Background: an optimization exercise with open tools, aiming at small area, a short achievable clock period and few clock cycles. Do not read the settings as production practice. Function was not checked in any run shown here: the RTL went through the layout flow alone.

===== design/flow/run.sh =====
#!/bin/bash
# synth_recipe.tcl (not shown) runs the flow's synth.tcl, then flattens the netlist and writes it again
# the make line also repeats each setting of config.mk as NAME=value (left out here)
make -C /OpenROAD-flow-scripts/flow DESIGN_CONFIG=/design/flow/config.mk WORK_HOME=/design/flow/orfs CLKGATE_MAP_FILE= SYNTH_SCRIPT=/design/flow/synth_recipe.tcl finish

===== design/flow/config.mk =====
export PLATFORM = sky130hd
export DESIGN_NAME = wn_dot
export DESIGN_NICKNAME = wn_dot
export VERILOG_FILES = /design/flow/design.v
export SDC_FILE = /design/flow/constraint.sdc
export NUM_CORES = 4
export LEC_CHECK = 0
export CAP_MARGIN = 20
export CORE_MARGIN = 2
export CORE_UTILIZATION = 40
export SLEW_MARGIN = 20

===== design/flow/constraint.sdc =====
create_clock -name core_clock -period 8.0 [get_ports {clk}]
set_input_delay 1.6000 -clock core_clock [delete_from_list [all_inputs] [get_ports {clk}]]
set_output_delay 1.6000 -clock core_clock [all_outputs]
set_load 0.01 [all_outputs]

===== design/flow/design.v =====
module wn_dot #(
   parameter int unsigned NCH  = 16,
   parameter int unsigned DW   = 8,
   parameter int unsigned AW   = 4,
   parameter int unsigned ACCW = 2*DW+AW,
   parameter int unsigned OW   = DW
) (
   input  logic                     clk,
   input  logic                     xrst,
   input  logic                     start,
   input  logic [AW-1:0]            len,
   input  logic                     relu,
   output logic [AW-1:0]            x_raddr,
   input  logic signed [DW-1:0]     x_rdata,
   output logic [NCH*AW-1:0]        w_raddr,
   input  logic signed [NCH*DW-1:0] w_rdata,
   output logic [NCH*OW-1:0]        y,
   output logic                     busy,
   output logic                     finish
);
   localparam bit    PRELOAD = 1;
   localparam logic [ACCW-1:0] K_TERM = 20'hfab00;
   logic          r_busy;
   logic          r_run;       
   logic [AW-1:0] r_addr;
   logic [AW-1:0] r_len_m1;
   logic          r_relu;
   logic          r_first1, r_first2;
   logic          r_last1, r_last2;
   logic          r_finish;
   logic [ACCW-1:0] r_pre;     
   logic w_accept, w_fetch, w_last;
   assign w_accept = start & ~r_busy;
   assign w_fetch  = w_accept | r_run;
   assign w_last   = w_accept ? (len == AW'(1)) : (r_run & (r_addr == r_len_m1));
   always_ff @(posedge clk or negedge xrst) begin
      if (!xrst) begin
         r_busy   <= 1'b0;
         r_run    <= 1'b0;
         r_addr   <= '0;
         r_len_m1 <= '0;
         r_relu   <= 1'b0;
         r_first1 <= 1'b0;
         r_first2 <= 1'b0;
         r_last1  <= 1'b0;
         r_last2  <= 1'b0;
         r_finish <= 1'b0;
      end else begin
         r_busy   <= w_accept | (r_busy & ~r_last2);
         r_run    <= w_fetch & ~w_last;
         r_addr   <= (w_fetch & ~w_last) ? r_addr + AW'(1) : '0;
         if (w_accept) begin
            r_len_m1 <= len - AW'(1);
            r_relu   <= relu;
         end
         r_first1 <= w_accept;
         r_first2 <= r_first1;
         r_last1  <= w_last;
         r_last2  <= r_last1;
         r_finish <= r_last2;
      end
   end
   always_ff @(posedge clk) begin
      if (w_accept) r_pre <= PRELOAD ? ACCW'({len == '0, len}) * K_TERM : '0;
   end
   logic [DW-1:0] r_x;
   logic [3:0]    r_one, r_two, r_neg;
   always_ff @(posedge clk) begin
      r_x <= x_rdata;
      for (int k = 0; k < 4; k++) begin
         logic b2, b1, b0;
         b2 = x_rdata[2*k+1];
         b1 = x_rdata[2*k];
         b0 = (k == 0) ? 1'b0 : x_rdata[2*k-1];
         r_one[k] <= b1 ^ b0;
         r_two[k] <= (b2 & ~b1 & ~b0) | (~b2 & b1 & b0);
         r_neg[k] <= b2;
      end
   end
   logic [DW-1:0]   r_w   [NCH];
   logic [ACCW-1:0] r_acc [NCH];
   logic [ACCW-1:0] w_sum [NCH];
   for (genvar c = 0; c < NCH; c++) begin : g_ch
      logic [ACCW-1:0] w_ain;
      assign w_ain = r_first2 ? r_pre : r_acc[c];
      wn_dot_mac u_mac (.i_one(r_one), .i_two(r_two), .i_neg(r_neg), .i_w(r_w[c]),
                        .a_in(w_ain), .o_sum(w_sum[c]));
      always_ff @(posedge clk) begin
         r_w[c]   <= w_rdata[c*DW +: DW];
         r_acc[c] <= w_sum[c];
      end
   end
   always_comb begin
      for (int c = 0; c < NCH; c++) begin
         logic [ACCW-1:0] a;
         a = r_acc[c];
         if (r_relu && a[ACCW-1])                                y[c*OW +: OW] = '0;
         else if (a[ACCW-1:OW-1] == '0 || a[ACCW-1:OW-1] == '1) y[c*OW +: OW] = a[OW-1:0];
         else if (a[ACCW-1])                                     y[c*OW +: OW] = {1'b1, {(OW-1){1'b0}}};
         else                                                    y[c*OW +: OW] = {1'b0, {(OW-1){1'b1}}};
      end
   end
   assign x_raddr = r_addr;
   assign w_raddr = {NCH{r_addr}};
   assign busy    = r_busy;
   assign finish  = r_finish;
endmodule
module wn_dot_mac (
   input  logic [3:0]  i_one,
   input  logic [3:0]  i_two,
   input  logic [3:0]  i_neg,
   input  logic [7:0]  i_w,
   input  logic [19:0] a_in,
   output logic [19:0] o_sum
);
   logic c2;
   logic c4;
   logic c6;
   logic c8;
   logic c10;
   logic c12;
   logic c14;
   logic c16;
   logic c18;
   logic c20;
   logic c22;
   logic c24;
   logic c26;
   logic c28;
   logic c30;
   logic c32;
   logic c34;
   logic c36;
   logic c38;
   logic c40;
   logic c42;
   logic c44;
   logic c46;
   logic c48;
   logic c50;
   logic c52;
   logic c54;
   logic c56;
   logic c58;
   logic c60;
   logic c62;
   logic c64;
   logic c66;
   logic c68;
   logic c70;
   logic c72;
   logic s1;
   logic s3;
   logic s5;
   logic s7;
   logic s9;
   logic s11;
   logic s13;
   logic s15;
   logic s17;
   logic s19;
   logic s21;
   logic s23;
   logic s25;
   logic s27;
   logic s29;
   logic s31;
   logic s33;
   logic s35;
   logic s37;
   logic s39;
   logic s41;
   logic s43;
   logic s45;
   logic s47;
   logic s49;
   logic s51;
   logic s53;
   logic s55;
   logic s57;
   logic s59;
   logic s61;
   logic s63;
   logic s65;
   logic s67;
   logic s69;
   logic s71;
   assign s1 = (i_neg[0] ^ ((i_one[0] & i_w[4]) | (i_two[0] & i_w[3]))) ^ (i_neg[1] ^ ((i_one[1] & i_w[2]) | (i_two[1] & i_w[1])));
   assign c2 = (i_neg[0] ^ ((i_one[0] & i_w[4]) | (i_two[0] & i_w[3]))) & (i_neg[1] ^ ((i_one[1] & i_w[2]) | (i_two[1] & i_w[1])));
   assign s3 = (i_neg[0] ^ ((i_one[0] & i_w[5]) | (i_two[0] & i_w[4]))) ^ (i_neg[1] ^ ((i_one[1] & i_w[3]) | (i_two[1] & i_w[2])));
   assign c4 = (i_neg[0] ^ ((i_one[0] & i_w[5]) | (i_two[0] & i_w[4]))) & (i_neg[1] ^ ((i_one[1] & i_w[3]) | (i_two[1] & i_w[2])));
   assign s5 = (i_neg[0] ^ ((i_one[0] & i_w[6]) | (i_two[0] & i_w[5]))) ^ (i_neg[1] ^ ((i_one[1] & i_w[4]) | (i_two[1] & i_w[3]))) ^ (i_neg[2] ^ ((i_one[2] & i_w[2]) | (i_two[2] & i_w[1])));
   assign c6 = ((i_neg[0] ^ ((i_one[0] & i_w[6]) | (i_two[0] & i_w[5]))) & (i_neg[1] ^ ((i_one[1] & i_w[4]) | (i_two[1] & i_w[3])))) | ((i_neg[0] ^ ((i_one[0] & i_w[6]) | (i_two[0] & i_w[5]))) & (i_neg[2] ^ ((i_one[2] & i_w[2]) | (i_two[2] & i_w[1])))) | ((i_neg[1] ^ ((i_one[1] & i_w[4]) | (i_two[1] & i_w[3]))) & (i_neg[2] ^ ((i_one[2] & i_w[2]) | (i_two[2] & i_w[1]))));
   assign s7 = (i_neg[3] ^ ((i_one[3] & i_w[0]) | (i_two[3] & 1'b0))) ^ i_neg[3];
   assign c8 = (i_neg[3] ^ ((i_one[3] & i_w[0]) | (i_two[3] & 1'b0))) & i_neg[3];
   assign s9 = (i_neg[0] ^ ((i_one[0] & i_w[7]) | (i_two[0] & i_w[6]))) ^ (i_neg[1] ^ ((i_one[1] & i_w[5]) | (i_two[1] & i_w[4]))) ^ (i_neg[2] ^ ((i_one[2] & i_w[3]) | (i_two[2] & i_w[2])));
   assign c10 = ((i_neg[0] ^ ((i_one[0] & i_w[7]) | (i_two[0] & i_w[6]))) & (i_neg[1] ^ ((i_one[1] & i_w[5]) | (i_two[1] & i_w[4])))) | ((i_neg[0] ^ ((i_one[0] & i_w[7]) | (i_two[0] & i_w[6]))) & (i_neg[2] ^ ((i_one[2] & i_w[3]) | (i_two[2] & i_w[2])))) | ((i_neg[1] ^ ((i_one[1] & i_w[5]) | (i_two[1] & i_w[4]))) & (i_neg[2] ^ ((i_one[2] & i_w[3]) | (i_two[2] & i_w[2]))));
   assign s11 = (i_neg[3] ^ ((i_one[3] & i_w[1]) | (i_two[3] & i_w[0]))) ^ a_in[7];
   assign c12 = (i_neg[3] ^ ((i_one[3] & i_w[1]) | (i_two[3] & i_w[0]))) & a_in[7];
   assign s13 = ~(i_neg[0] ^ ((i_one[0] & i_w[7]) | (i_two[0] & i_w[7]))) ^ (i_neg[1] ^ ((i_one[1] & i_w[6]) | (i_two[1] & i_w[5]))) ^ (i_neg[2] ^ ((i_one[2] & i_w[4]) | (i_two[2] & i_w[3])));
   assign c14 = (~(i_neg[0] ^ ((i_one[0] & i_w[7]) | (i_two[0] & i_w[7]))) & (i_neg[1] ^ ((i_one[1] & i_w[6]) | (i_two[1] & i_w[5])))) | (~(i_neg[0] ^ ((i_one[0] & i_w[7]) | (i_two[0] & i_w[7]))) & (i_neg[2] ^ ((i_one[2] & i_w[4]) | (i_two[2] & i_w[3])))) | ((i_neg[1] ^ ((i_one[1] & i_w[6]) | (i_two[1] & i_w[5]))) & (i_neg[2] ^ ((i_one[2] & i_w[4]) | (i_two[2] & i_w[3]))));
   assign s15 = (i_neg[3] ^ ((i_one[3] & i_w[2]) | (i_two[3] & i_w[1]))) ^ a_in[8];
   assign c16 = (i_neg[3] ^ ((i_one[3] & i_w[2]) | (i_two[3] & i_w[1]))) & a_in[8];
   assign s17 = (i_neg[1] ^ ((i_one[1] & i_w[7]) | (i_two[1] & i_w[6]))) ^ (i_neg[2] ^ ((i_one[2] & i_w[5]) | (i_two[2] & i_w[4]))) ^ (i_neg[3] ^ ((i_one[3] & i_w[3]) | (i_two[3] & i_w[2])));
   assign c18 = ((i_neg[1] ^ ((i_one[1] & i_w[7]) | (i_two[1] & i_w[6]))) & (i_neg[2] ^ ((i_one[2] & i_w[5]) | (i_two[2] & i_w[4])))) | ((i_neg[1] ^ ((i_one[1] & i_w[7]) | (i_two[1] & i_w[6]))) & (i_neg[3] ^ ((i_one[3] & i_w[3]) | (i_two[3] & i_w[2])))) | ((i_neg[2] ^ ((i_one[2] & i_w[5]) | (i_two[2] & i_w[4]))) & (i_neg[3] ^ ((i_one[3] & i_w[3]) | (i_two[3] & i_w[2]))));
   assign s19 = ~(i_neg[1] ^ ((i_one[1] & i_w[7]) | (i_two[1] & i_w[7]))) ^ (i_neg[2] ^ ((i_one[2] & i_w[6]) | (i_two[2] & i_w[5])));
   assign c20 = ~(i_neg[1] ^ ((i_one[1] & i_w[7]) | (i_two[1] & i_w[7]))) & (i_neg[2] ^ ((i_one[2] & i_w[6]) | (i_two[2] & i_w[5])));
   assign s21 = (i_neg[0] ^ ((i_one[0] & i_w[2]) | (i_two[0] & i_w[1]))) ^ (i_neg[1] ^ ((i_one[1] & i_w[0]) | (i_two[1] & 1'b0)));
   assign c22 = (i_neg[0] ^ ((i_one[0] & i_w[2]) | (i_two[0] & i_w[1]))) & (i_neg[1] ^ ((i_one[1] & i_w[0]) | (i_two[1] & 1'b0)));
   assign s23 = (i_neg[0] ^ ((i_one[0] & i_w[3]) | (i_two[0] & i_w[2]))) ^ (i_neg[1] ^ ((i_one[1] & i_w[1]) | (i_two[1] & i_w[0])));
   assign c24 = (i_neg[0] ^ ((i_one[0] & i_w[3]) | (i_two[0] & i_w[2]))) & (i_neg[1] ^ ((i_one[1] & i_w[1]) | (i_two[1] & i_w[0])));
   assign s25 = s1 ^ (i_neg[2] ^ ((i_one[2] & i_w[0]) | (i_two[2] & 1'b0))) ^ i_neg[2];
   assign c26 = (s1 & (i_neg[2] ^ ((i_one[2] & i_w[0]) | (i_two[2] & 1'b0)))) | (s1 & i_neg[2]) | ((i_neg[2] ^ ((i_one[2] & i_w[0]) | (i_two[2] & 1'b0))) & i_neg[2]);
   assign s27 = s3 ^ (i_neg[2] ^ ((i_one[2] & i_w[1]) | (i_two[2] & i_w[0]))) ^ a_in[5];
   assign c28 = (s3 & (i_neg[2] ^ ((i_one[2] & i_w[1]) | (i_two[2] & i_w[0])))) | (s3 & a_in[5]) | ((i_neg[2] ^ ((i_one[2] & i_w[1]) | (i_two[2] & i_w[0]))) & a_in[5]);
   assign s29 = s5 ^ s7 ^ a_in[6];
   assign c30 = (s5 & s7) | (s5 & a_in[6]) | (s7 & a_in[6]);
   assign s31 = s9 ^ s11 ^ c6;
   assign c32 = (s9 & s11) | (s9 & c6) | (s11 & c6);
   assign s33 = s13 ^ s15 ^ c10;
   assign c34 = (s13 & s15) | (s13 & c10) | (s15 & c10);
   assign s35 = s17 ^ a_in[9] ^ c14;
   assign c36 = (s17 & a_in[9]) | (s17 & c14) | (a_in[9] & c14);
   assign s37 = s19 ^ (i_neg[3] ^ ((i_one[3] & i_w[4]) | (i_two[3] & i_w[3]))) ^ a_in[10];
   assign c38 = (s19 & (i_neg[3] ^ ((i_one[3] & i_w[4]) | (i_two[3] & i_w[3])))) | (s19 & a_in[10]) | ((i_neg[3] ^ ((i_one[3] & i_w[4]) | (i_two[3] & i_w[3]))) & a_in[10]);
   assign s39 = (i_neg[2] ^ ((i_one[2] & i_w[7]) | (i_two[2] & i_w[6]))) ^ (i_neg[3] ^ ((i_one[3] & i_w[5]) | (i_two[3] & i_w[4]))) ^ a_in[11];
   assign c40 = ((i_neg[2] ^ ((i_one[2] & i_w[7]) | (i_two[2] & i_w[6]))) & (i_neg[3] ^ ((i_one[3] & i_w[5]) | (i_two[3] & i_w[4])))) | ((i_neg[2] ^ ((i_one[2] & i_w[7]) | (i_two[2] & i_w[6]))) & a_in[11]) | ((i_neg[3] ^ ((i_one[3] & i_w[5]) | (i_two[3] & i_w[4]))) & a_in[11]);
   assign s41 = ~(i_neg[2] ^ ((i_one[2] & i_w[7]) | (i_two[2] & i_w[7]))) ^ (i_neg[3] ^ ((i_one[3] & i_w[6]) | (i_two[3] & i_w[5])));
   assign c42 = ~(i_neg[2] ^ ((i_one[2] & i_w[7]) | (i_two[2] & i_w[7]))) & (i_neg[3] ^ ((i_one[3] & i_w[6]) | (i_two[3] & i_w[5])));
   assign s43 = (i_neg[0] ^ ((i_one[0] & i_w[0]) | (i_two[0] & 1'b0))) ^ i_neg[0];
   assign c44 = (i_neg[0] ^ ((i_one[0] & i_w[0]) | (i_two[0] & 1'b0))) & i_neg[0];
   assign s45 = (i_neg[0] ^ ((i_one[0] & i_w[1]) | (i_two[0] & i_w[0]))) ^ a_in[1];
   assign c46 = (i_neg[0] ^ ((i_one[0] & i_w[1]) | (i_two[0] & i_w[0]))) & a_in[1];
   assign s47 = s21 ^ i_neg[1] ^ a_in[2];
   assign c48 = (s21 & i_neg[1]) | (s21 & a_in[2]) | (i_neg[1] & a_in[2]);
   assign s49 = s23 ^ a_in[3] ^ c22;
   assign c50 = (s23 & a_in[3]) | (s23 & c22) | (a_in[3] & c22);
   assign s51 = s25 ^ a_in[4] ^ c24;
   assign c52 = (s25 & a_in[4]) | (s25 & c24) | (a_in[4] & c24);
   assign s53 = s27 ^ c2 ^ c26;
   assign c54 = (s27 & c2) | (s27 & c26) | (c2 & c26);
   assign s55 = s29 ^ c4 ^ c28;
   assign c56 = (s29 & c4) | (s29 & c28) | (c4 & c28);
   assign s57 = s31 ^ c8 ^ c30;
   assign c58 = (s31 & c8) | (s31 & c30) | (c8 & c30);
   assign s59 = s33 ^ c12 ^ c32;
   assign c60 = (s33 & c12) | (s33 & c32) | (c12 & c32);
   assign s61 = s35 ^ c16 ^ c34;
   assign c62 = (s35 & c16) | (s35 & c34) | (c16 & c34);
   assign s63 = s37 ^ c18 ^ c36;
   assign c64 = (s37 & c18) | (s37 & c36) | (c18 & c36);
   assign s65 = s39 ^ c20 ^ c38;
   assign c66 = (s39 & c20) | (s39 & c38) | (c20 & c38);
   assign s67 = s41 ^ a_in[12] ^ c40;
   assign c68 = (s41 & a_in[12]) | (s41 & c40) | (a_in[12] & c40);
   assign s69 = (i_neg[3] ^ ((i_one[3] & i_w[7]) | (i_two[3] & i_w[6]))) ^ a_in[13] ^ c42;
   assign c70 = ((i_neg[3] ^ ((i_one[3] & i_w[7]) | (i_two[3] & i_w[6]))) & a_in[13]) | ((i_neg[3] ^ ((i_one[3] & i_w[7]) | (i_two[3] & i_w[6]))) & c42) | (a_in[13] & c42);
   assign s71 = ~(i_neg[3] ^ ((i_one[3] & i_w[7]) | (i_two[3] & i_w[7]))) ^ a_in[14];
   assign c72 = ~(i_neg[3] ^ ((i_one[3] & i_w[7]) | (i_two[3] & i_w[7]))) & a_in[14];
   logic [19:0] w_ra, w_rb;
   assign w_ra = {a_in[19], a_in[18], a_in[17], a_in[16], a_in[15], s71, s69, s67, s65, s63, s61, s59, s57, s55, s53, s51, s49, s47, s45, s43};
   assign w_rb = {1'b0, 1'b0, 1'b0, 1'b0, c72, c70, c68, c66, c64, c62, c60, c58, c56, c54, c52, c50, c48, c46, c44, a_in[0]};
   assign o_sum = w_ra + w_rb;
endmodule

==> out/metrics.sh, run 1 <==
TRITONCTS_NUM_SINKS=488
SEQCELLAREA_UM2=10000
FP.DIEAREA_UM2=125000
GR-USAGE-ALL-LAYERS=0.236
CRIT_PATH_START_KIND='register'
FMAX_ACHIEVED_MHz=172
FINAL_HOLD_VIOL_COUNT=0
CRITPATHMAXSTAGEDELAY_NS=0.86
TIMING.CRITICAL_PATH.FROM='r_one[0]'
CRIT_SLOWEST_CELL='sky130_fd_sc_hd__dfxtp_4'
POST-PLACE-CELLS=7079
CLOCK_TREE_FROM_TRITONCTS='done'
GRT_SETUP_UNREPAIRED='false'
WORST_SETUP_HOLD_PATH_CLK_SLEW_NS=0.06
REMAINING_DRC_ERRORS=0
CRITPATHTOPFAMILY='adder cells'
GRT_PASS1_WL_UM=234000
SETUP_CP_TYPE='reg2reg'
START_UTIL=0.403
MULTI_INPUT_COMBINATIONAL_CELL_AREA_UM2=35500
IOS=342
IO_BUFFER_COUNT=341
FINAL_MIN_PERIOD_OVER_CLOCK_PERIOD=0.726
CRITPATHCAPTURETYPE='register'
MAX-SLEW-MARGIN-REL=0.304
LAYOUT.NETS=6530
DETAIL_ROUTE.WL_PER_CELL_UM=20.8
GRT_OVF=0
PLACEABLECOREAREA_UM2=122000
DETAIL_ROUTE.ITER0.VIOLATIONS=2845
ROUTE.VIAS.TOTAL=40000
BUFFERS_FROM_CLOCK_ROOT_TO_SINK_AT_MOST=3
POSTSYNTHCELLCOUNT=5495
CTS_HTREE_LEVELS=3
ROUTED_WIRELENGTH_UM=150000
SYNTH.AREA.TOP_CELLS='sky130_fd_sc_hd__dfxtp_1, sky130_fd_sc_hd__fa_1, sky130_fd_sc_hd__ha_1'
SETUP_TOTAL_NEGATIVE_SLACK_NS=0
FILLERINSTANCES=11600
YS_TYPES=73
FINAL.HOLD.WORST_SLACK_NS=0.340
CP_DATA_ARRIVAL_TIME_NS=6.38
ANTENNA_FOUND_INITIAL=15
TIGHTEST_SLEW_NS=1.04
ROOT_BUFFER='sky130_fd_sc_hd__clkbuf_16'
FINALWEIGHTEDCONGESTION=0.875
TIMING.HOLD.WORST.START='r_first1'
TIMING.RR.START='r_one[0]'
LAYOUT-DRIVE-GT1-SHARE=0.0412
POST_SYNTH_TOP_FLOP='sky130_fd_sc_hd__dfxtp_1'
FINAL_AREA_UM2=55400
HOLD_FIX_BUFFERS_AT_CTS=0
MAX_CAP_VIOL_COUNT=0
FIN_SKEW_NS=0.0307
VIAS_IN_THE_FIRST_GLOBAL_ROUTE=41100
POST_DP_CELL_AREA_UM2=53000
HOLD_CLASS='reg2reg'
MOST_USED_CELL_ALONG_THE_CRITICAL_PATH='sky130_fd_sc_hd__fa_1'
LAYOUTNONFILLERINSTCOUNT=7205
SETUP_VIOL=0
DETAILEDROUTE.FIRSTPASSITERATIONCOUNT=6
RESULT_OF_THE_RUN='no timing/DRC/antenna violations'
MOST_FREQUENT_CELLS_IN_THE_LAYOUT='sky130_fd_sc_hd__xnor2_1, sky130_fd_sc_hd__ha_1, sky130_fd_sc_hd__a22oi_1'
CTS_INSERTED_BUFFERS=69
PLACEMENT_ROWS=128
VIAS_PER_CELL=5.56
CLOCK_INSERTION_DELAY_WORST_SKEW_NS=0.64
YS_FF_LATCH=488
TIMING.CRITICAL_PATH.FANOUT_MAX=57
YS_ASYNC_SR_FRACTION=0.0328
FINAL_CORE_UTIL=0.455
GRT_MAX_DEGREE=112
SYNTH_EDF_COUNT=12
SYN-NUM-NETS=6500
ROUTE.ANTENNA.REMAINING_NETS=0
SYN-CELL-AREA_UM2=49000
SLEW_VIOLATIONS=0
SYNTHESIS.YOSYS.WARNINGS=6
DIE_X_UM=354
LAYOUT_MIN_CYCLE_TIME_NS=5.81
DP_HPWL_UM=106000
DIE_HEIGHT_UM=354
CRIT_REQUIRED_NS=8.57
CRITPATHBUFINV=0
CTS.REPAIR.RESIZED=0
CTS_POST_SETUP_BUFFERS_INSERTED=0
ORDERED_LIST_OF_CELLS_ON_THE_WORST_PATH='or2_2 > nand2_1 > xor2_1 > fa_1 > fa_1 > fa_1 > ha_1 > and2_1 > o21ai_0 > o31ai_1 > o41ai_1 > o21bai_1 > o21a_1 > o21ai_0 > xor2_1'
LAYOUT.CELLS.MOST_COMMON='sky130_fd_sc_hd__xnor2_1'
AREA.GROWTH.SYNTH_TO_FINAL_PCT=13.1
SYNTHESIS.AREA_PER_INSTANCE_UM2=8.91
SYNTH_TOP_CELL_AREA_SHARE=0.188
SYNTH_SEQ_AREA_SHARE=0.204
YOSYSTOPAREACELL='sky130_fd_sc_hd__dfxtp_1'
[final cells by class]
class	count	area share
tap	1625	0.0367
sequential	488	0.181
clock inverter	24	0.00540
timing repair buffer	399	0.0725
inverter	382	0.0260
antenna	4	0.000181
clock buffer	98	0.0365
multi-input combinational	4185	0.642
[per-stage QoR]
stage | worst slack (ns)
global route | 1.84
detailed placement | 1.92
floorplan | 2.58
CTS | 2.13
global placement | 1.92
finish | 2.19
[worst paths after layout]
path                                 endpoint  slack, ns  cells after the start
worst max-delay path            r_acc[10][18]       2.19                     15
worst min-delay path                 r_first2       0.34                      0
worst max register to register  r_acc[10][18]       2.19                     15
worst min register to register       r_first2       0.34                      0
max in group asynchronous            r_first2       6.04                      1
min in group asynchronous         r_len_m1[2]       1.41                      1
[kinds of logic after synthesis]
family | Yosys count | synth area share
multiplexers | 23 | 0.00511
AO/OA/AOI/OAI | 1317 | 0.177
XOR/XNOR | 865 | 0.155
flip-flops | 488 | 0.204
buffers and inverters | 822 | 0.0710
AND/OR/NAND/NOR | 1119 | 0.109
adder cells (fa/ha/maj) | 861 | 0.280
[worst register-to-register path: stages (launching register included)]
cell	delay, ns
sky130_fd_sc_hd__dfxtp_4	0.86
sky130_fd_sc_hd__or2_2	0.69
sky130_fd_sc_hd__nand2_1	0.14
sky130_fd_sc_hd__xor2_1	0.17
sky130_fd_sc_hd__fa_1	0.48
sky130_fd_sc_hd__fa_1	0.52
sky130_fd_sc_hd__fa_1	0.42
sky130_fd_sc_hd__ha_1	0.36
sky130_fd_sc_hd__and2_1	0.17
sky130_fd_sc_hd__o21ai_0	0.34
sky130_fd_sc_hd__o31ai_1	0.20
sky130_fd_sc_hd__o41ai_1	0.65
sky130_fd_sc_hd__o21bai_1	0.17
sky130_fd_sc_hd__o21a_1	0.22
sky130_fd_sc_hd__o21ai_0	0.19
sky130_fd_sc_hd__xor2_1	0.16
[routing by layer]
metal  routed length, um  part of all wire  track usage  vias up
met2               69000              0.46        0.389     1269
met3               10300             0.069       0.0413      251
li1                    -                 -            -    18800
met1               65600              0.44        0.312    19700
met4                4570             0.031       0.0763       10
met5                  69           0.00046            0        -
[synth_stat cells, types with 71 or more instances]
library cell               number
sky130_fd_sc_hd__nor2_1       263
sky130_fd_sc_hd__inv_1        380
sky130_fd_sc_hd__xor2_1       196
sky130_fd_sc_hd__a21o_1        80
sky130_fd_sc_hd__nand3_1       71
sky130_fd_sc_hd__ha_1         472
sky130_fd_sc_hd__fa_1         389
sky130_fd_sc_hd__a22oi_1      449
sky130_fd_sc_hd__nand2_1      354
sky130_fd_sc_hd__clkbuf_1     194
sky130_fd_sc_hd__dfxtp_1      460
sky130_fd_sc_hd__a21oi_1      327
sky130_fd_sc_hd__o21ai_0      198
sky130_fd_sc_hd__nor2b_1      149
sky130_fd_sc_hd__xnor2_1      669
sky130_fd_sc_hd__clkbuf_2     116
[sequential cells by signal, summed over array words and instances, names as in the netlist, 4 cells and up]
signal / cells
r_pre: 12
r_one: 4
r_len_m1: 4
r_acc: 320
r_addr: 4
r_neg: 4
r_two: 4
r_w: 128
==> run 2: changes to the inputs <==
--- a/design/flow/config.mk
+++ b/design/flow/config.mk
@@ -6,6 +6,8 @@
 export NUM_CORES = 4
 export LEC_CHECK = 0
+export ABC_CLOCK_PERIOD_IN_PS = 4000
 export CAP_MARGIN = 20
 export CORE_MARGIN = 2
 export CORE_UTILIZATION = 40
+export SETUP_SLACK_MARGIN = 3.5
 export SLEW_MARGIN = 20
==> out/metrics.sh, run 2 <==
LAYOUT_MIN_CYCLE_TIME_NS=4.60  # -1.21 ns
WORST_SETUP_HOLD_PATH_CLK_SLEW_NS=0.06  # about the same
GRT_OVF=0  # unchanged
ROOT_BUFFER='sky130_fd_sc_hd__clkbuf_16'
MIN_DELAY_PATH_DEPTH=0  # unchanged
GRT_MAX_DEGREE=61  # -46%
DP_HPWL_UM=105000  # -0.32%
YS_FF_LATCH=488  # unchanged
CTS_INSERTED_BUFFERS=66  # -4.3%
SLEW_VIOLATIONS=0  # unchanged
SETUP_VIOL=0  # unchanged
CRITPATHMAXSTAGEDELAY_NS=0.50  # -0.36 ns
CP_DATA_ARRIVAL_TIME_NS=5.16  # -1.22 ns
IO_BUFFER_COUNT=341  # unchanged
WORST_R2R_ENDPOINT='r_acc[9][17]'
POST-PLACE-CELLS=7080  # +0.014%
FINAL_CORE_UTIL=0.506  # +0.0507
FP.DIEAREA_UM2=125000  # unchanged
CRIT_PATH_START_KIND='register'
PLACEMENT_ROWS=128  # unchanged
MAX_CAP_VIOL_COUNT=0  # unchanged
YS_ASYNC_SR_FRACTION=0.0328  # unchanged
YS_TYPES=73  # unchanged
MAX-SLEW-MARGIN-REL=0.287  # -0.0176
FIN_SKEW_NS=0.0397  # +0.00902 ns
HOLD_CLASS='reg2reg'
CLOCK_TREE_FROM_TRITONCTS='done'
CTS_HTREE_LEVELS=3  # unchanged
SYNTH.AREA.TOP_CELLS='sky130_fd_sc_hd__dfxtp_1, sky130_fd_sc_hd__fa_1, sky130_fd_sc_hd__ha_1'
PLACEABLECOREAREA_UM2=122000  # unchanged
YS_TOP_CELLS_BY_COUNT='sky130_fd_sc_hd__xnor2_1, sky130_fd_sc_hd__ha_1, sky130_fd_sc_hd__dfxtp_1, sky130_fd_sc_hd__a22oi_1, sky130_fd_sc_hd__fa_1'
YOSYSMOSTFREQUENTCELL='sky130_fd_sc_hd__xnor2_1'
FINAL_HOLD_VIOL_COUNT=0  # unchanged
GRT_USE_MET2=0.431  # +0.0417
ROUTE.VIAS.TOTAL=42700  # +6.8%
TRITONCTS_NUM_SINKS=488  # unchanged
TIMING.HOLD.WORST.START='r_first1'
REMAINING_DRC_ERRORS=0  # unchanged
CRIT_SLOWEST_CELL='sky130_fd_sc_hd__fa_1'
RESULT_OF_THE_RUN='no timing/DRC/antenna violations'
POST_SYNTH_TOP_FLOP='sky130_fd_sc_hd__dfxtp_1'
LAYOUT.CELLS.MOST_COMMON='sky130_fd_sc_hd__xnor2_1'
ROUTE.ANTENNA.REMAINING_NETS=0  # unchanged
CRITPATHBUFINV=4  # +4
SETUP_CP_TYPE='reg2reg'
SYNTH_EDF_COUNT=12  # unchanged
GRTUSAGEMET3=0.0474  # +0.00608
LAYOUT.NETS=6810  # +4.3%
GRT_UTIL_MET1=0.355  # +0.0427
SYN-NUM-NETS=6500  # unchanged
ANTENNA_FOUND_INITIAL=13  # -2
TIGHTEST_SLEW_NS=1.07  # +0.0225 ns
GRT_SETUP_UNREPAIRED='true'
SYNTHESIS.AREA_PER_INSTANCE_UM2=8.91  # unchanged
SETUP_TOTAL_NEGATIVE_SLACK_NS=0  # unchanged
SYNTHESIS.YOSYS.WARNINGS=6  # unchanged
MOST_FREQUENT_CELLS_IN_THE_LAYOUT='sky130_fd_sc_hd__xnor2_1, sky130_fd_sc_hd__dfxtp_1, sky130_fd_sc_hd__a22oi_1'
LAYOUTNONFILLERINSTCOUNT=7486  # +3.9%
POSTSYNTHCELLCOUNT=5495  # unchanged
FILLERINSTANCES=10900  # -5.9%
DETAILEDROUTE.FIRSTPASSITERATIONCOUNT=6  # unchanged
R2R_CELLS=18  # +3
MOST_USED_CELL_ALONG_THE_CRITICAL_PATH='sky130_fd_sc_hd__fa_1'
VIAS_IN_THE_FIRST_GLOBAL_ROUTE=42200  # +2.6%
CRITPATHTOPFAMILY='adder cells'
DIE_HEIGHT_UM=354  # unchanged
IOS=342  # unchanged
YOSYSTOPAREACELL='sky130_fd_sc_hd__dfxtp_1'
SYNTH_TOP_CELL_AREA_SHARE=0.188  # unchanged
VIAS_PER_CELL=5.71  # +2.8%
BUFFERS_FROM_CLOCK_ROOT_TO_SINK_AT_MOST=3  # unchanged
DETAIL_ROUTE.ITER0.VIOLATIONS=4030  # +42%
DIE_X_UM=354  # unchanged
CRIT_REQUIRED_NS=8.56  # about the same
ROUTED_WIRELENGTH_UM=178000  # +19%
AREA.GROWTH.SYNTH_TO_FINAL_PCT=25.6
GR-MAX-USAGE-LAYER='met2'
TIMING.RR.START='r_two[1]'
SYN-CELL-AREA_UM2=49000  # unchanged
GR-USAGE-ALL-LAYERS=0.267  # +0.0312
GRT_PASS1_WL_UM=258000  # +10%
FMAX_ACHIEVED_MHz=217  # +26%
SETUP_SLACK_ON_THE_WORST_FLOP_TO_FLOP_PATH_NS=3.40  # +1.21 ns
WHS_ENDPOINT='r_first2'
ORDERED_LIST_OF_CELLS_ON_THE_WORST_PATH='buf_4 > buf_6 > buf_16 > buf_16 > a22oi_2 > xnor2_1 > fa_1 > fa_1 > fa_1 > ha_1 > or2_2 > o31a_1 > o41a_1 > a41o_1 > o21a_1 > o21ai_2 > nor2_1 > a311oi_1'
DETAIL_ROUTE.WL_PER_CELL_UM=23.8  # +15%
FINALWEIGHTEDCONGESTION=0.879  # +0.50%
LARGEST_REGISTER_FF_COUNT=320  # unchanged
LAYOUT-DRIVE-GT1-SHARE=0.147  # +0.106
CLOCK_INSERTION_DELAY_WORST_SKEW_NS=0.66  # +0.02 ns
LARGEST-REGISTER='r_acc'
CRITPATHCAPTURETYPE='register'
START_UTIL=0.403  # unchanged
SYNTH_SEQ_AREA_SHARE=0.204  # unchanged
TIMING.CRITICAL_PATH.FANOUT_MAX=13  # -77%
BIGGESTREGSBYFLOPS='r_acc x320, r_w x128, r_pre x12'
FINAL_MIN_PERIOD_OVER_CLOCK_PERIOD=0.575  # -0.152
-- run 2: logic make-up after synthesis --
logic type | after synthesis | synth area share
compound gates | 1317 | 0.177
simple gates | 1119 | 0.109
xor+xnor | 865 | 0.155
fa+ha+maj | 861 | 0.280
buf+inv | 822 | 0.0710
flops | 488 | 0.204
mux | 23 | 0.00511
-- run 2: through the flow --
step / hold WS [ns] / setup WS (ns) / area (um^2)
final: 0.346 / 3.40 / 61500
after global routing: 0.350 / 3.23 / 61500
after CTS: 0.349 / 3.39 / 58900
after detailed placement: 0.336 / 2.18 / 53200
after global placement: 0.333 / 2.20 / 53200
after floorplan: 0.331 / 3.47 / 49200
-- run 2: how the worst max path moves through the flow --
| stage | startpoint | cells past startpoint | slack [ns] | to |
|---|---|---|---|---|
| after CTS | r_acc[2][16] | 6 | 3.39 | y[21] |
| after floorplan | r_neg[2] | 16 | 3.47 | r_acc[1][18] |
| after global routing | r_one[0] | 18 | 3.23 | r_acc[13][15] |
| final | r_two[1] | 18 | 3.40 | r_acc[9][17] |
| after detailed placement | len[0] | 18 | 2.18 | r_pre[19] |
| after global placement | len[0] | 18 | 2.20 | r_pre[19] |
-- run 2: timing repair --
action | CTS | global route
pin swaps | 104 | 211
setup buffers | 153 | 94
setup endpoints to repair | 270 | 154
gates cloned | 23 | 12
endpoints found under the hold margin | 0 | 0
resized for setup | 319 | 319
hold buffers | 0 | 0
-- run 2: final cells by class --
type                       instances  area, um^2  area share
clock buffer                      92        1900      0.0309
inverter                         382        1470      0.0239
antenna                            5        12.5    0.000203
timing repair buffer             682        7810       0.127
sequential                       488       10000       0.163
multi-input combinational       4185       37900       0.616
tap                             1625        2030      0.0330
clock inverter                    27         362     0.00588
-- run 2: worst reg2reg max path: stages, from the launching register on --
cell                       delay (ns)
sky130_fd_sc_hd__dfxtp_4         0.41
sky130_fd_sc_hd__buf_4           0.16
sky130_fd_sc_hd__buf_6           0.12
sky130_fd_sc_hd__buf_16          0.16
sky130_fd_sc_hd__buf_16          0.18
sky130_fd_sc_hd__a22oi_2         0.18
sky130_fd_sc_hd__xnor2_1         0.15
sky130_fd_sc_hd__fa_1            0.46
sky130_fd_sc_hd__fa_1            0.42
sky130_fd_sc_hd__fa_1            0.50
sky130_fd_sc_hd__ha_1            0.33
sky130_fd_sc_hd__or2_2           0.30
sky130_fd_sc_hd__o31a_1          0.11
sky130_fd_sc_hd__o41a_1          0.14
sky130_fd_sc_hd__a41o_1          0.22
sky130_fd_sc_hd__o21a_1          0.18
sky130_fd_sc_hd__o21ai_2         0.19
sky130_fd_sc_hd__nor2_1          0.08
sky130_fd_sc_hd__a311oi_1        0.24
-- run 2: metal layers --
metal / share of wire / vias up
li1: - / 19400
met3: 0.093 / 411
met4: 0.048 / 6
met1: 0.41 / 21000
met2: 0.45 / 1965
met5: 0.00023 / -
==> run 3: changes to the inputs <==
--- a/design/flow/config.mk
+++ b/design/flow/config.mk
@@ -6,5 +6,5 @@
 export NUM_CORES = 4
 export LEC_CHECK = 0
-export ABC_CLOCK_PERIOD_IN_PS = 4000
+export ABC_AREA = 1
 export CAP_MARGIN = 20
 export CORE_MARGIN = 2
==> out/metrics.sh, run 3 <==
GRT_MAX_DEGREE=108  # +77%
BIGGESTREGSBYFLOPS='r_acc x320, r_w x128, r_pre x12'
POST_DP_CELL_AREA_UM2=58700  # +10%
AREA.GROWTH.SYNTH_TO_FINAL_PCT=14.0
VIAS_PER_CELL=5.26  # -7.9%
FINAL_MIN_PERIOD_OVER_CLOCK_PERIOD=0.553  # -0.0219
CRIT_PATH_START_KIND='register'
CP_DATA_ARRIVAL_TIME_NS=2.82  # -2.34 ns
MAX_CAP_VIOL_COUNT=0  # unchanged
ROOT_BUFFER='sky130_fd_sc_hd__clkbuf_16'
RESULT_OF_THE_RUN='no timing/DRC/antenna violations'
MOST_FREQUENT_CELLS_IN_THE_LAYOUT='sky130_fd_sc_hd__nand2_1, sky130_fd_sc_hd__inv_1, sky130_fd_sc_hd__nor2_1'
FINAL_HOLD_VIOL_COUNT=0  # unchanged
CRIT_REQUIRED_NS=6.40  # -2.16 ns
SYN-CELL-AREA_UM2=54100  # +11%
CRIT_SLOWEST_CELL='sky130_fd_sc_hd__clkdlybuf4s50_1'
DIE_HEIGHT_UM=372  # +5.1%
GRT_OVF=0  # unchanged
LARGEST_REGISTER_FF_COUNT=320  # unchanged
DETAIL_ROUTE.ITER0.VIOLATIONS=4210  # +4.5%
CLOCK_TREE_FROM_TRITONCTS='done'
SYNTH_SEQ_AREA_SHARE=0.184  # -0.0194
PLACEABLECOREAREA_UM2=134000  # +10%
SYNTHESIS.YOSYS.WARNINGS=6  # unchanged
FINAL_AREA_UM2=61700  # +0.23%
SYNTH.AREA.TOP_CELLS='sky130_fd_sc_hd__dfxtp_1, sky130_fd_sc_hd__fa_1, sky130_fd_sc_hd__nand2_1'
FMAX_ACHIEVED_MHz=226  # +4.0%
TRITONCTS_NUM_SINKS=488  # unchanged
CRITPATHMAXSTAGEDELAY_NS=0.60  # +0.10 ns
LAYOUT.NETS=8774  # +29%
SETUP_VIOL=0  # unchanged
IOS=342  # unchanged
MAX-SLEW-MARGIN-REL=0.270  # -0.0171
SETUP_SLACK_ON_THE_WORST_FLOP_TO_FLOP_PATH_NS=3.66  # +0.26 ns
YS_TYPES=44  # -40%
START_UTIL=0.404  # +0.00163
YS_ASYNC_SR_FRACTION=0.0328  # unchanged
ORDERED_LIST_OF_CELLS_ON_THE_WORST_PATH='inv_1 > nor3_1 > nand3_1 > nand2_1 > nand2_1 > nand2_1 > clkdlybuf4s50_1'
LAYOUT-DRIVE-GT1-SHARE=0.0354  # -0.112
SYNTHESIS.AREA_PER_INSTANCE_UM2=7.14  # -20%
TIGHTEST_SLEW_NS=1.09  # +0.0269 ns
YS_TOP_CELLS_BY_COUNT='sky130_fd_sc_hd__nand2_1, sky130_fd_sc_hd__inv_1, sky130_fd_sc_hd__nor2_1, sky130_fd_sc_hd__xor2_1, sky130_fd_sc_hd__ha_1'
LAYOUT_MIN_CYCLE_TIME_NS=4.42  # -0.175 ns
CTS_HTREE_LEVELS=3  # unchanged
WORST_SETUP_PATH_ENDPOINT='y[68]'
ROUTED_WIRELENGTH_UM=186000  # +4.1%
POST_SYNTH_TOP_FLOP='sky130_fd_sc_hd__dfxtp_1'
YOSYSTOPAREACELL='sky130_fd_sc_hd__dfxtp_1'
IO_BUFFER_COUNT=341  # unchanged
GR-USAGE-ALL-LAYERS=0.261  # -0.00598
SLEW_VIOLATIONS=0  # unchanged
YOSYSMOSTFREQUENTCELL='sky130_fd_sc_hd__nand2_1'
LARGEST-REGISTER='r_acc'
GRT_PASS1_WL_UM=282000  # +9.4%
TIMING.CRITICAL_PATH.FANOUT_MAX=7  # -6
CTS_INSERTED_BUFFERS=68  # +3.0%
BUFFERS_FROM_CLOCK_ROOT_TO_SINK_AT_MOST=3  # unchanged
DETAIL_ROUTE.WL_PER_CELL_UM=19.4  # -19%
TIMING.HOLD.WORST.START='r_first1'
SYN-NUM-NETS=8582  # +32%
WORST_SETUP_HOLD_PATH_CLK_SLEW_NS=0.06  # about the same
ANTENNA_FOUND_INITIAL=7  # -6
WORST_R2R_ENDPOINT='r_acc[8][18]'
MOST_USED_CELL_ALONG_THE_CRITICAL_PATH='sky130_fd_sc_hd__nand2_1'
SETUP_CP_TYPE='reg2out'
ROUTE.VIAS.TOTAL=50400  # +18%
DIE_X_UM=372  # +5.1%
SYNTH_EDF_COUNT=12  # unchanged
DETAILEDROUTE.FIRSTPASSITERATIONCOUNT=6  # unchanged
HOLD_FIX_BUFFERS_AT_CTS=0  # unchanged
CRITPATHCAPTURETYPE='output pin'
FINALWEIGHTEDCONGESTION=0.927  # +5.5%
MULTI_INPUT_COMBINATIONAL_CELL_AREA_UM2=38300  # +1.1%
VIAS_IN_THE_FIRST_GLOBAL_ROUTE=49100  # +16%
YS_FF_LATCH=488  # unchanged
SEQCELLAREA_UM2=10000  # -0.42%
HOLD_CLASS='reg2reg'
PLACEMENT_ROWS=134  # +4.7%
TIMING.CRITICAL_PATH.FROM='r_acc[8][9]'
DP_HPWL_UM=129000  # +22%
FILLERINSTANCES=13500  # +24%
POSTSYNTHCELLCOUNT=7577  # +38%
R2R_CELLS=13  # -5
FP.DIEAREA_UM2=138000  # +10%
ROUTE.ANTENNA.REMAINING_NETS=0  # unchanged
REMAINING_DRC_ERRORS=0  # unchanged
SYNTH_TOP_CELL_AREA_SHARE=0.170  # -0.0179
SETUP_TOTAL_NEGATIVE_SLACK_NS=0  # unchanged
LAYOUT.CELLS.MOST_COMMON='sky130_fd_sc_hd__nand2_1'
GRT_SETUP_UNREPAIRED='true'
TIMING.RR.START='r_neg[2]'
FIN_SKEW_NS=0.0319  # -0.00774 ns
CLOCK_INSERTION_DELAY_WORST_SKEW_NS=0.68  # +0.02 ns
run 3: metrics by stage:
step                       util  hold slack [ns]  setup slack [ns]  cells
final                     0.461            0.348              3.58   9588
after global routing      0.461            0.365              3.49   9587
after CTS                 0.458            0.351              3.50   9569
after detailed placement  0.439            0.338              2.30   9445
after global placement    0.439            0.336              2.24   9444
after floorplan               -            0.331              3.58   7577
run 3: logic make-up after synthesis:
family          count (synthesis)  share of synthesized area
mux                             3                   0.000624
flops                         488                      0.184
fa+ha+maj                     861                      0.253
simple gates                 3114                      0.236
buf+inv                      1461                      0.110
compound gates                913                     0.0968
xor+xnor                      737                      0.119
run 3: worst min-delay path by stage:
| stage | endpoint | slack (ns) | cells past startpoint |
|---|---|---|---|
| 6_report | r_first2 | 0.35 | 0 |
| 5_1_grt | r_first2 | 0.36 | 0 |
| 3_3_place_gp | r_first2 | 0.34 | 0 |
| 3_5_place_dp | r_first2 | 0.34 | 0 |
| 2_1_floorplan | r_first2 | 0.33 | 0 |
| 4_1_cts | r_first2 | 0.35 | 0 |
run 3: final cells by class:
| class | count | area share |
|---|---|---|
| tap | 1768 | 0.0359 |
| timing repair buffer | 406 | 0.0695 |
| inverter | 1174 | 0.0735 |
| antenna | 1 | 0.0000406 |
| timing repair inverter | 3 | 0.000548 |
| multi-input combinational | 5628 | 0.621 |
| clock buffer | 87 | 0.0309 |
| sequential | 488 | 0.162 |
| clock inverter | 33 | 0.00664 |
run 3: routing by layer:
layer / global-route usage / wire length, um / up-vias / share of wire
met1: 0.361 / 83500 / 23900 / 0.45
met2: 0.407 / 81400 / 1760 / 0.44
met5: 0 / 12 / - / 0.000065
met4: 0.0878 / 5850 / 2 / 0.031
li1: - / - / 24500 / -
met3: 0.0489 / 14900 / 275 / 0.080
run 3: repair_timing:
action                                  CTS  global route
resized for setup                        38            61
endpoints found under the setup margin  295           166
setup buffers                             4            13
pin swaps                                 0             1
cloned                                    0             5
run 3: critical path: cells and delay by family, from the launching register on:
kind	cells	cell delay, ns
DFF	1	0.34
and+or+nand+nor	5	1.12
buffers and inverters	2	0.66
==> run 4: changes to the inputs <==
--- a/design/flow/config.mk
+++ b/design/flow/config.mk
@@ -6,8 +6,7 @@
 export NUM_CORES = 4
 export LEC_CHECK = 0
-export ABC_AREA = 1
 export CAP_MARGIN = 20
 export CORE_MARGIN = 2
 export CORE_UTILIZATION = 40
-export SETUP_SLACK_MARGIN = 3.5
+export SETUP_SLACK_MARGIN = 4.5
 export SLEW_MARGIN = 20
==> out/metrics.sh, run 4 <==
RESULT_OF_THE_RUN='no timing/DRC/antenna violations'
FINALWEIGHTEDCONGESTION=0.866  # -6.6%
POST-PLACE-CELLS=7074  # -25%
PLACEABLECOREAREA_UM2=122000  # -9.1%
FIN_SKEW_NS=0.0307  # -0.00123 ns
POST_DP_CELL_AREA_UM2=54900  # -6.6%
BUFFERS_FROM_CLOCK_ROOT_TO_SINK_AT_MOST=3  # unchanged
SYN-NUM-NETS=6500  # -24%
POST_SYNTH_TOP_FLOP='sky130_fd_sc_hd__dfxtp_1'
GRT_PASS1_WL_UM=286000  # +1.5%
GRT_SETUP_UNREPAIRED='true'
MAX-SLEW-MARGIN-REL=0.397  # +0.127
AREA.GROWTH.SYNTH_TO_FINAL_PCT=41.6
CTS_HTREE_LEVELS=3  # unchanged
DETAIL_ROUTE.WL_PER_CELL_UM=25.4  # +31%
ROUTE.ANTENNA.REMAINING_NETS=0  # unchanged
SYNTH_TOP_CELL_AREA_SHARE=0.188  # +0.0179
FP.DIEAREA_UM2=125000  # -9.4%
YS_ASYNC_SR_FRACTION=0.0328  # unchanged
GR-USAGE-ALL-LAYERS=0.300  # +0.0392
IOS=342  # unchanged
TRITONCTS_NUM_SINKS=488  # unchanged
DIE_HEIGHT_UM=354  # -4.8%
SETUP_VIOL=0  # unchanged
SYNTH_SEQ_AREA_SHARE=0.204  # +0.0194
ROUTE.VIAS.TOTAL=45500  # -9.7%
PLACEMENT_ROWS=128  # -4.5%
LAYOUT-DRIVE-GT1-SHARE=0.322  # +0.286
CRIT_REQUIRED_NS=8.54  # +2.14 ns
SYNTHESIS.AREA_PER_INSTANCE_UM2=8.91  # +25%
TIGHTEST_SLEW_NS=0.904  # -0.189 ns
GRT_MAX_DEGREE=58  # -46%
MOST_USED_CELL_ALONG_THE_CRITICAL_PATH='sky130_fd_sc_hd__fa_1'
LAYOUTNONFILLERINSTCOUNT=7827  # -18%
MOST_FREQUENT_CELLS_IN_THE_LAYOUT='sky130_fd_sc_hd__xnor2_1, sky130_fd_sc_hd__dfxtp_1, sky130_fd_sc_hd__inv_1'
VIAS_PER_CELL=5.82  # +11%
START_UTIL=0.403  # -0.00163
TIMING.CRITICAL_PATH.FANOUT_MAX=7  # unchanged
CRITPATHCAPTURETYPE='register'
CRITPATHBUFINV=3  # +1
POSTSYNTHCELLCOUNT=5495  # -27%
DP_HPWL_UM=106000  # -18%
CRIT_SLOWEST_CELL='sky130_fd_sc_hd__fa_1'
ROUTED_WIRELENGTH_UM=199000  # +7.1%
CLOCK_INSERTION_DELAY_WORST_SKEW_NS=0.66  # -0.02 ns
FINAL_AREA_UM2=69300  # +12%
VIAS_IN_THE_FIRST_GLOBAL_ROUTE=45100  # -8.1%
REMAINING_DRC_ERRORS=0  # unchanged
MAX_CAP_VIOL_COUNT=0  # unchanged
SETUP_TOTAL_NEGATIVE_SLACK_NS=0  # unchanged
SLEW_VIOLATIONS=0  # unchanged
CRITPATHTOPFAMILY='adder cells'
LARGEST-REGISTER='r_acc'
CTS_INSERTED_BUFFERS=68  # unchanged
ROOT_BUFFER='sky130_fd_sc_hd__clkbuf_16'
ANTENNA_FOUND_INITIAL=10  # +3
ORDERED_LIST_OF_CELLS_ON_THE_WORST_PATH='buf_6 > or2_4 > buf_12 > buf_12 > nand2_2 > xor2_2 > fa_1 > fa_1 > fa_1 > ha_4 > a21oi_4 > o211ai_1 > a41o_1 > nand2b_1 > a311o_1 > nor3_2 > xnor2_1 > a21oi_1'
YOSYSTOPAREACELL='sky130_fd_sc_hd__dfxtp_1'
FINAL_CORE_UTIL=0.570  # +0.110
SYNTHESIS.YOSYS.WARNINGS=6  # unchanged
BIGGESTREGSBYFLOPS='r_acc x320, r_w x128, r_pre x12'
CRITPATHMAXSTAGEDELAY_NS=0.51  # -0.09 ns
FINAL_HOLD_VIOL_COUNT=0  # unchanged
LAYOUT_MIN_CYCLE_TIME_NS=4.64  # +0.212 ns
CLOCK_TREE_FROM_TRITONCTS='done'
CRIT_PATH_START_KIND='register'
IO_BUFFER_COUNT=341  # unchanged
YS_TYPES=73  # +66%
SYN-CELL-AREA_UM2=49000  # -9.5%
DIE_X_UM=354  # -4.8%
YS_FF_LATCH=488  # unchanged
LARGEST_REGISTER_FF_COUNT=320  # unchanged
HOLD_CLASS='reg2reg'
FINAL_MIN_PERIOD_OVER_CLOCK_PERIOD=0.580  # +0.0266
SYNTH.AREA.TOP_CELLS='sky130_fd_sc_hd__dfxtp_1, sky130_fd_sc_hd__fa_1, sky130_fd_sc_hd__ha_1'
SYNTH_EDF_COUNT=12  # unchanged
FMAX_ACHIEVED_MHz=216  # -4.6%
DETAILEDROUTE.FIRSTPASSITERATIONCOUNT=6  # unchanged
HOLD_FIX_BUFFERS_AT_CTS=0  # unchanged
SETUP_CP_TYPE='reg2reg'
CP_DATA_ARRIVAL_TIME_NS=5.18  # +2.36 ns
WORST_SETUP_HOLD_PATH_CLK_SLEW_NS=0.07  # about the same
YOSYSMOSTFREQUENTCELL='sky130_fd_sc_hd__xnor2_1'
DETAIL_ROUTE.ITER0.VIOLATIONS=4121  # -2.1%
LAYOUT.CELLS.MOST_COMMON='sky130_fd_sc_hd__xnor2_1'
YS_TOP_CELLS_BY_COUNT='sky130_fd_sc_hd__xnor2_1, sky130_fd_sc_hd__ha_1, sky130_fd_sc_hd__dfxtp_1, sky130_fd_sc_hd__a22oi_1, sky130_fd_sc_hd__fa_1'
GRT_OVF=0  # unchanged
LAYOUT.NETS=7151  # -18%
==> run 4: changes by cell type in the layout (fill, tap and decap cells not counted), sizes merged, moves of 387 or more <==
cell / previous run / this run
o22ai: 448 / 2
a22oi: 0 / 449
buf: 63 / 790
nand3: 458 / 71
inv: 1177 / 386
nand2: 1796 / 354
nor2: 679 / 263
xnor2: 74 / 669
xor2: 663 / 196
==> run 4: per-stage QoR <==
stage               setup WS (ns)  hold WS (ns)
floorplan                    3.50         0.331
global placement             2.25         0.335
detailed placement           2.18         0.335
CTS                          3.44         0.348
global route                 3.25         0.368
finish                       3.36         0.347
==> run 4: area by class of cell <==
cell class                      count  area, um^2
Timing Repair inverter              2        25.0
Inverter                          382        1490
Clock inverter                     36         419
Timing Repair Buffer             1019       11500
Tap cell                         1625        2030
Clock buffer                       89        1890
Fill cell                       10100       52200
Multi-Input combinational cell   4185       41900
Sequential cell                   488       10100
Antenna cell                        1        2.50
==> run 4: logic make-up after synthesis <==
kind of cell | synth area share
mux | 0.00511
flops | 0.204
xor+xnor | 0.155
fa+ha+maj | 0.280
compound gates | 0.177
buf+inv | 0.0710
simple gates | 0.109
==> run 4: repair_timing <==
action / CTS / global route
setup buffers: 405 / 170
endpoints found under the setup margin: 471 / 372
cloned: 49 / 3
pin swaps: 453 / 378
hold endpoints to repair: 0 / 0
resized for setup: 1330 / 504
==> run 4: worst paths after layout <==
kind | start | to | slack [ns] | cells after the start
max in group asynchronous | xrst | r_first2 | 6.12 | 1
max | r_two[0] | r_acc[8][19] | 3.36 | 18
min in group asynchronous | xrst | r_len_m1[0] | 1.37 | 1
min reg2reg | r_first1 | r_first2 | 0.35 | 0
max reg2reg | r_two[0] | r_acc[8][19] | 3.36 | 18
min | r_first1 | r_first2 | 0.35 | 0
==> run 4: per-layer routing <==
metal / wire length [um] / global-route usage / vias to the layer above / share of wire
li1: - / - / 20100 / -
met1: 81500 / 0.401 / 22700 / 0.41
met2: 86700 / 0.462 / 2195 / 0.44
met3: 19200 / 0.0680 / 595 / 0.097
met4: 11300 / 0.134 / 12 / 0.057
met5: 84 / 0.00604 / - / 0.00042

## separate check: timing with driven ports
The flow's constraints put no driver on any port. The routed layouts listed below were extracted and timed again, unchanged, in two steps.
Step 1 sets driving cells, clkbuf_16 on the clock port and buf_2 on the other inputs (assumed; they add their load-dependent delay and slew).
Step 2 times the ports against the registers' clock, not the clock port: input delays grow and output delays shrink by t, the midpoint of the rising clock arrivals with the driver on.
a / b / c = ideal ports / drivers / drivers and shift; a / b = the first two.
run | t, ns | setup slack, ns | worst setup path at the end | cell pins on the clock port's net
run 1 | 0.704 | 2.189 / 2.154 / 1.930 | input to register | 1
run 2 | 0.722 | 3.401 / 3.401 / 3.005 | input to register | 1
run 3 | 0.742 | 3.576 / 3.500 / 3.067 | input to register | 1
run 4 | 0.720 | 3.364 / 3.364 / 3.364 | register to register | 1
After both steps setup and hold are still met in every run listed. The setup slack of run 3, which loses most, moves by -0.076 ns with the drivers and by -0.509 ns with both steps.
